From an optimization exercise on the open Yosys and OpenROAD flow, aimed at small area and few clock cycles; shortcuts taken in it are not production practice. Function was checked by simulation only, so behaviour that the tests miss may differ from the original.

==> flow/design.v <==
package lpse_pkg;
	localparam logic       CFG_HUE_MODE  = 1'b0;
	localparam logic       CFG_GRB_ORDER = 1'b1;
	localparam logic [7:0] HUE_SPAN      = 8'd43;
	localparam logic [3:0] LAST_PIX_IDX  = 4'd11;
	localparam logic [3:0] LAST_LATCH_IDX = 4'd14;
	localparam logic [3:0] LAST_STEP     = 4'd11;
endpackage
module led_pixel_spi_encoder_core (
	input  logic                 clk,
	input  logic                 arst_n,
	input  logic                 psel,
	input  logic                 penable,
	input  logic                 pwrite,
	input  logic [2:0]           paddr,
	input  logic [31:0]          pwdata,
	output logic [31:0]          prdata,
	output logic                 pready,
	input  logic                 pix_valid,
	output logic                 pix_stall,
	input  logic [24:0]          pix,
	output logic                 spi_valid,
	input  logic                 spi_stall,
	output logic [8:0]           spi
);
	logic hue_mode_q, grb_order_q;
	assign pready = 1'b1;
	always_ff @(posedge clk or negedge arst_n) begin
		if (!arst_n) begin
			hue_mode_q  <= 1'b0;
			grb_order_q <= 1'b1;
		end else if (psel && penable && pwrite) begin
			if (paddr[2] == lpse_pkg::CFG_GRB_ORDER) grb_order_q <= pwdata[0];
			else                                     hue_mode_q  <= pwdata[0];
		end
	end
	assign prdata = {31'd0, (paddr[2] == lpse_pkg::CFG_GRB_ORDER) ? grb_order_q : hue_mode_q};
	logic [7:0] h_i, s_i, v_i;
	logic       last_i;
	assign h_i    = pix[24:17];
	assign s_i    = pix[16:9];
	assign v_i    = pix[8:1];
	assign last_i = pix[0];
	logic [2:0] rgn;
	logic [7:0] rem, rem_sel, rem_q;
	always_comb begin
		if      (h_i >= 8'(5 * lpse_pkg::HUE_SPAN)) rgn = 3'd5;
		else if (h_i >= 8'(4 * lpse_pkg::HUE_SPAN)) rgn = 3'd4;
		else if (h_i >= 8'(3 * lpse_pkg::HUE_SPAN)) rgn = 3'd3;
		else if (h_i >= 8'(2 * lpse_pkg::HUE_SPAN)) rgn = 3'd2;
		else if (h_i >= lpse_pkg::HUE_SPAN)         rgn = 3'd1;
		else                                        rgn = 3'd0;
		rem     = 8'({h_i[5:0], 2'b00} + {h_i[6:0], 1'b0} - {4'd0, rgn, 1'b0});
		rem_sel = rgn[0] ? rem : ~rem;
	end
	always_ff @(posedge clk) begin
		rem_q <= rem_sel;
	end
	logic        busy_q, last_q, ok_q;
	logic [3:0]  cnt_q;
	logic [23:0] word_q;
	logic [7:0]  acc_q;
	logic        adv, ok, fin, ser_done, take, conv, wr;
	assign fin      = (cnt_q == (last_q ? lpse_pkg::LAST_LATCH_IDX : lpse_pkg::LAST_PIX_IDX));
	assign ser_done = busy_q && !spi_stall && fin;
	assign ok       = (cnt_q == 4'd0) ? pix_valid : ok_q;
	assign conv     = !hue_mode_q || (ok && cnt_q >= lpse_pkg::LAST_STEP);
	assign take     = pix_valid && conv && (busy_q ? ser_done : 1'b1);
	assign pix_stall = !take;
	assign adv      = busy_q ? !spi_stall : (pix_valid && hue_mode_q);
	assign wr       = adv && hue_mode_q && (cnt_q < lpse_pkg::LAST_STEP);
	always_ff @(posedge clk or negedge arst_n) begin
		if (!arst_n) begin
			busy_q <= 1'b0;
			last_q <= 1'b0;
			ok_q   <= 1'b0;
			cnt_q  <= '0;
		end else if (take) begin
			busy_q <= 1'b1;
			last_q <= last_i;
			ok_q   <= 1'b0;
			cnt_q  <= '0;
		end else if (ser_done || (!busy_q && !pix_valid)) begin
			busy_q <= 1'b0;
			ok_q   <= 1'b0;
			cnt_q  <= '0;
		end else if (adv) begin
			ok_q   <= ok;
			cnt_q  <= cnt_q + 4'd1;
		end
	end
	logic [1:0] ph, pr;
	logic [7:0] mcand, mplier, acc_in, prod;
	logic [1:0] mbits;
	logic [9:0] sum;
	always_comb begin
		ph = cnt_q[3] ? 2'd2 : {1'b0, cnt_q[2]};
		pr = (cnt_q[3] && cnt_q[2]) ? 2'd3 : cnt_q[1:0];
		unique case (ph)
			2'd0:    begin mcand = v_i;   mplier = ~s_i;          acc_in = acc_q;        end
			2'd1:    begin mcand = rem_q; mplier = s_i;           acc_in = word_q[23:16]; end
			default: begin mcand = v_i;   mplier = ~word_q[23:16]; acc_in = word_q[15:8];  end
		endcase
		if (pr == 2'd0) acc_in = 8'd0;
		mbits = mplier[{pr, 1'b0} +: 2];
		sum   = {2'b00, acc_in} + (mbits[0] ? {2'b00, mcand} : 10'd0) +
			(mbits[1] ? {1'b0, mcand, 1'b0} : 10'd0);
		prod  = sum[9:2];
	end
	always_ff @(posedge clk) begin
		if (wr && ph == 2'd0) acc_q <= prod;
	end
	logic [7:0] r_n, g_n, b_n, p_n, qt_n;
	logic [23:0] word_n;
	assign p_n  = acc_q;
	assign qt_n = prod;
	always_comb begin
		r_n = h_i;
		g_n = s_i;
		b_n = v_i;
		if (hue_mode_q) begin
			if (s_i == 8'd0) begin
				r_n = v_i; g_n = v_i; b_n = v_i;
			end else begin
				unique case (rgn)
					3'd0:    begin r_n = v_i;  g_n = qt_n; b_n = p_n;  end
					3'd1:    begin r_n = qt_n; g_n = v_i;  b_n = p_n;  end
					3'd2:    begin r_n = p_n;  g_n = v_i;  b_n = qt_n; end
					3'd3:    begin r_n = p_n;  g_n = qt_n; b_n = v_i;  end
					3'd4:    begin r_n = qt_n; g_n = p_n;  b_n = v_i;  end
					default: begin r_n = v_i;  g_n = p_n;  b_n = qt_n; end
				endcase
			end
		end
		word_n = grb_order_q ? {g_n, r_n, b_n} : {r_n, g_n, b_n};
	end
	always_ff @(posedge clk) begin
		if (take) begin
			word_q <= word_n;
		end else if (wr && ph == 2'd1) begin
			word_q[23:16] <= prod;
		end else if (wr && ph == 2'd2) begin
			word_q[15:8] <= prod;
		end
	end
	logic [1:0] bits;
	logic       latch_byte;
	assign bits       = word_q[5'(5'd22 - {cnt_q, 1'b0}) +: 2];
	assign latch_byte = (cnt_q > lpse_pkg::LAST_PIX_IDX);
	assign spi_valid  = busy_q;
	assign spi = {!latch_byte, bits[1] && !latch_byte, 2'b00, !latch_byte, bits[0] && !latch_byte,
		2'b00, fin};
endmodule
==> flow/config.mk <==
export PLATFORM = sky130hd
export DESIGN_NAME = led_pixel_spi_encoder_core
export DESIGN_NICKNAME = led_pixel_spi_encoder_core
export VERILOG_FILES = /design/flow/design.v
export SDC_FILE = /design/flow/constraint.sdc
export NUM_CORES = 4
export LEC_CHECK = 0
export CAP_MARGIN = 20
export CORE_MARGIN = 2
export CORE_UTILIZATION = 40
export CTS_BUF_LIST = sky130_fd_sc_hd__clkbuf_8
export SLEW_MARGIN = 20
==> flow/constraint.sdc <==
create_clock -name core_clock -period 5.5 [get_ports {clk}]
set_input_delay 1.1000 -clock core_clock [delete_from_list [all_inputs] [get_ports {clk}]]
set_output_delay 1.1000 -clock core_clock [all_outputs]
set_load 0.01 [all_outputs]
standard.sh (not shown) runs the stock make flow with config.mk's settings and CLKGATE_MAP_FILE= SYNTH_SCRIPT=/design/flow/synth_recipe.tcl, a recipe that flattens the netlist after the stock synthesis.
==> flow/flow/run.sh <==
#!/bin/bash
# Standard ORFS layout, with the port buffers made from the smallest buffer cell.
set -euo pipefail
export BUFFER_PORTS_ARGS="-buffer_cell sky130_fd_sc_hd__buf_1"
bash standard.sh > standard_flow.log 2>&1
Testbench counts at the start, summed over its fixed seeds: cycles 26,240.
Edit:
==> flow/run.sh (new file) <==
#!/bin/bash
# synth_recipe.tcl (not shown) runs the flow's synth.tcl, then flattens the netlist and writes it again
# the make line also repeats each setting of config.mk as NAME=value (left out here)
make -C /OpenROAD-flow-scripts/flow DESIGN_CONFIG=/design/flow/config.mk WORK_HOME=/design/flow/orfs CLKGATE_MAP_FILE= SYNTH_SCRIPT=/design/flow/synth_recipe.tcl finish
--- a/flow/config.mk
+++ b/flow/config.mk
@@ -10,3 +10,2 @@
 export CORE_UTILIZATION = 40
-export CTS_BUF_LIST = sky130_fd_sc_hd__clkbuf_8
 export SLEW_MARGIN = 20
removed: flow/flow/run.sh
removed: flow/standard.sh
The changed run completed with no timing, DRC or antenna violations.
Hold slack is worse by 0.0093 ns.
Global-route usage came out higher by 1.2 points.
Flip-flop and latch count is unchanged.
Wire length is higher by 4.2%.
Cell area increases by about 9%.
Clock skew grows by 0.0042 ns.
Synthesized area does not change.
Die area stays the same.

========
== run A ==
led_pixel_spi_encoder_core, a different RTL version from the one above (not shown whole).
Size: roughly 49 flip-flops, roughly 110 I/O pins.
clock: 5.5 ns
lec_check: 0
cap_margin: 20
core_margin: 2
core_utilization: 50
cts_buf_list: sky130_fd_sc_hd__clkbuf_8
place_density: 0.8
setup_slack_margin: 0
slew_margin: 20
==> flow/flow/run.sh <==
#!/bin/bash
# Standard ORFS layout with two changes: the port buffers use the smallest buffer cell, and
# clock tree synthesis inserts no dummy loads.
set -euo pipefail
export BUFFER_PORTS_ARGS="-buffer_cell sky130_fd_sc_hd__buf_1"
export CTS_ARGS="-sink_clustering_enable -repair_clock_nets -buf_list sky130_fd_sc_hd__clkbuf_8 -dont_use_dummy_load"
bash standard.sh > standard_flow.log 2>&1
Run A ended with every stage complete and zero timing, DRC or antenna violations.
Testbench counts of run A, summed over its fixed seeds: cycles 26,240.
#### Input delta (run B over run A)
Settings: SETUP_SLACK_MARGIN now 0.1, was 0.
==> summary.txt <==
The final layout from run B, which completed every stage, passed the timing, design-rule and antenna checks at the end of the flow.
pix[14] as the worst setup path startpoint was reported by run A, and pix[11] by run B.
The area growth from synthesis to final layout on run A is in line with that on run B.
Run B vs run A: maximum frequency up slightly
The final non-filler cell area on run A is in line with that on run B.
### run B -> run C
Settings: GPL_TIMING_DRIVEN newly set to 0; PLACE_DENSITY removed (was 0.8).
diff --git a/flow/flow/run.sh b/flow/flow/run.sh
--- a/flow/flow/run.sh
+++ b/flow/flow/run.sh
@@ -2,2 +2,4 @@
-# Standard ORFS layout with two changes: the port buffers use the smallest buffer cell, and
-# clock tree synthesis inserts no dummy loads.
+# Standard ORFS layout with three changes: the port buffers use the smallest buffer cell, the
+# buffers synthesis inserted are removed at floorplan (timing-driven global placement, which
+# would otherwise remove them, is off in config.mk), and clock tree synthesis inserts no dummy
+# loads.
@@ -5,0 +8 @@
+export REMOVE_ABC_BUFFERS=1
==> summary.txt <==
Setup slack of the worst register-to-register path in run C vs run B: down 100 ps
Run B -> run C: number of distinct library cell variants in the gate-level netlist after synthesis delta 0, exact match
Run C vs run B: wire length of the first global-routing pass up in run C
Wire: run C routes more than run B
Max final design instance area without fill across run C and run B: run B
Run C ended with every stage complete and zero timing, DRC or antenna violations.
Worst-case setup slack after placement for run C: 860 ps down relative to run B
Vertical die dimension delta (run C -> run B): insignificant
#### Input delta (run D over run C)
Settings: SETUP_SLACK_MARGIN changed from 0.1 to 0.
### Flow results
Run D vs. run C: maximum achievable frequency went down; global-route usage about even; worst slew margin relative to its limit now larger.
Changes in run E relative to run D:
Settings: CORE_UTILIZATION now 40, was 50; SETUP_SLACK_MARGIN now 0.05, was 0.
### Flow results
- Compared to run D, the router laid down more metal wire for run E.
- Relative to run D, core box area has increased by about 25% in run E.
- Met1 track demand over resource in global routing: run E < run D

[afterwards: timing with drivers on the ports]
Ports are ideal in the flow. The routed layouts listed here were re-timed in OpenROAD. Step 1 assumes that a clkbuf_16 drives the clock port and a buf_2 every other input. Step 2 also shifts input and output timing later by t, the mid clock arrival at the registers, as if the neighbouring blocks saw the same clock. Three values: ideal, step 1, step 2; two values: the first two.
run	t, ns	slack for setup (ns)	worst hold slack (ns)	worst slew at a driven data input, ns
the first run of note 1	0.353	0.407 / 0.407 / 0.080	0.525 / 0.525 / 0.525	0.05
the second run of note 1	0.330	0.284 / 0.296 / -0.033	0.516 / 0.516 / 0.516	0.04
run A	0.325	0.227 / 0.234 / -0.091	0.595 / 0.595 / 0.595	0.04
run B	0.334	0.325 / 0.337 / 0.003	0.516 / 0.516 / 0.516	0.04
run C	0.327	0.245 / 0.258 / -0.069	0.521 / 0.521 / 0.521	0.04
run D	0.332	0.169 / 0.185 / -0.147	0.511 / 0.511 / 0.511	0.04
run E	0.345	0.244 / 0.244 / -0.070	0.507 / 0.507 / 0.507	0.04
Met with ideal ports but missed after step 2: setup timing in 5 of these runs. The setup slack of the first run of note 1, which loses most, moves by 0.000 ns with the drivers and by -0.327 ns with both steps.
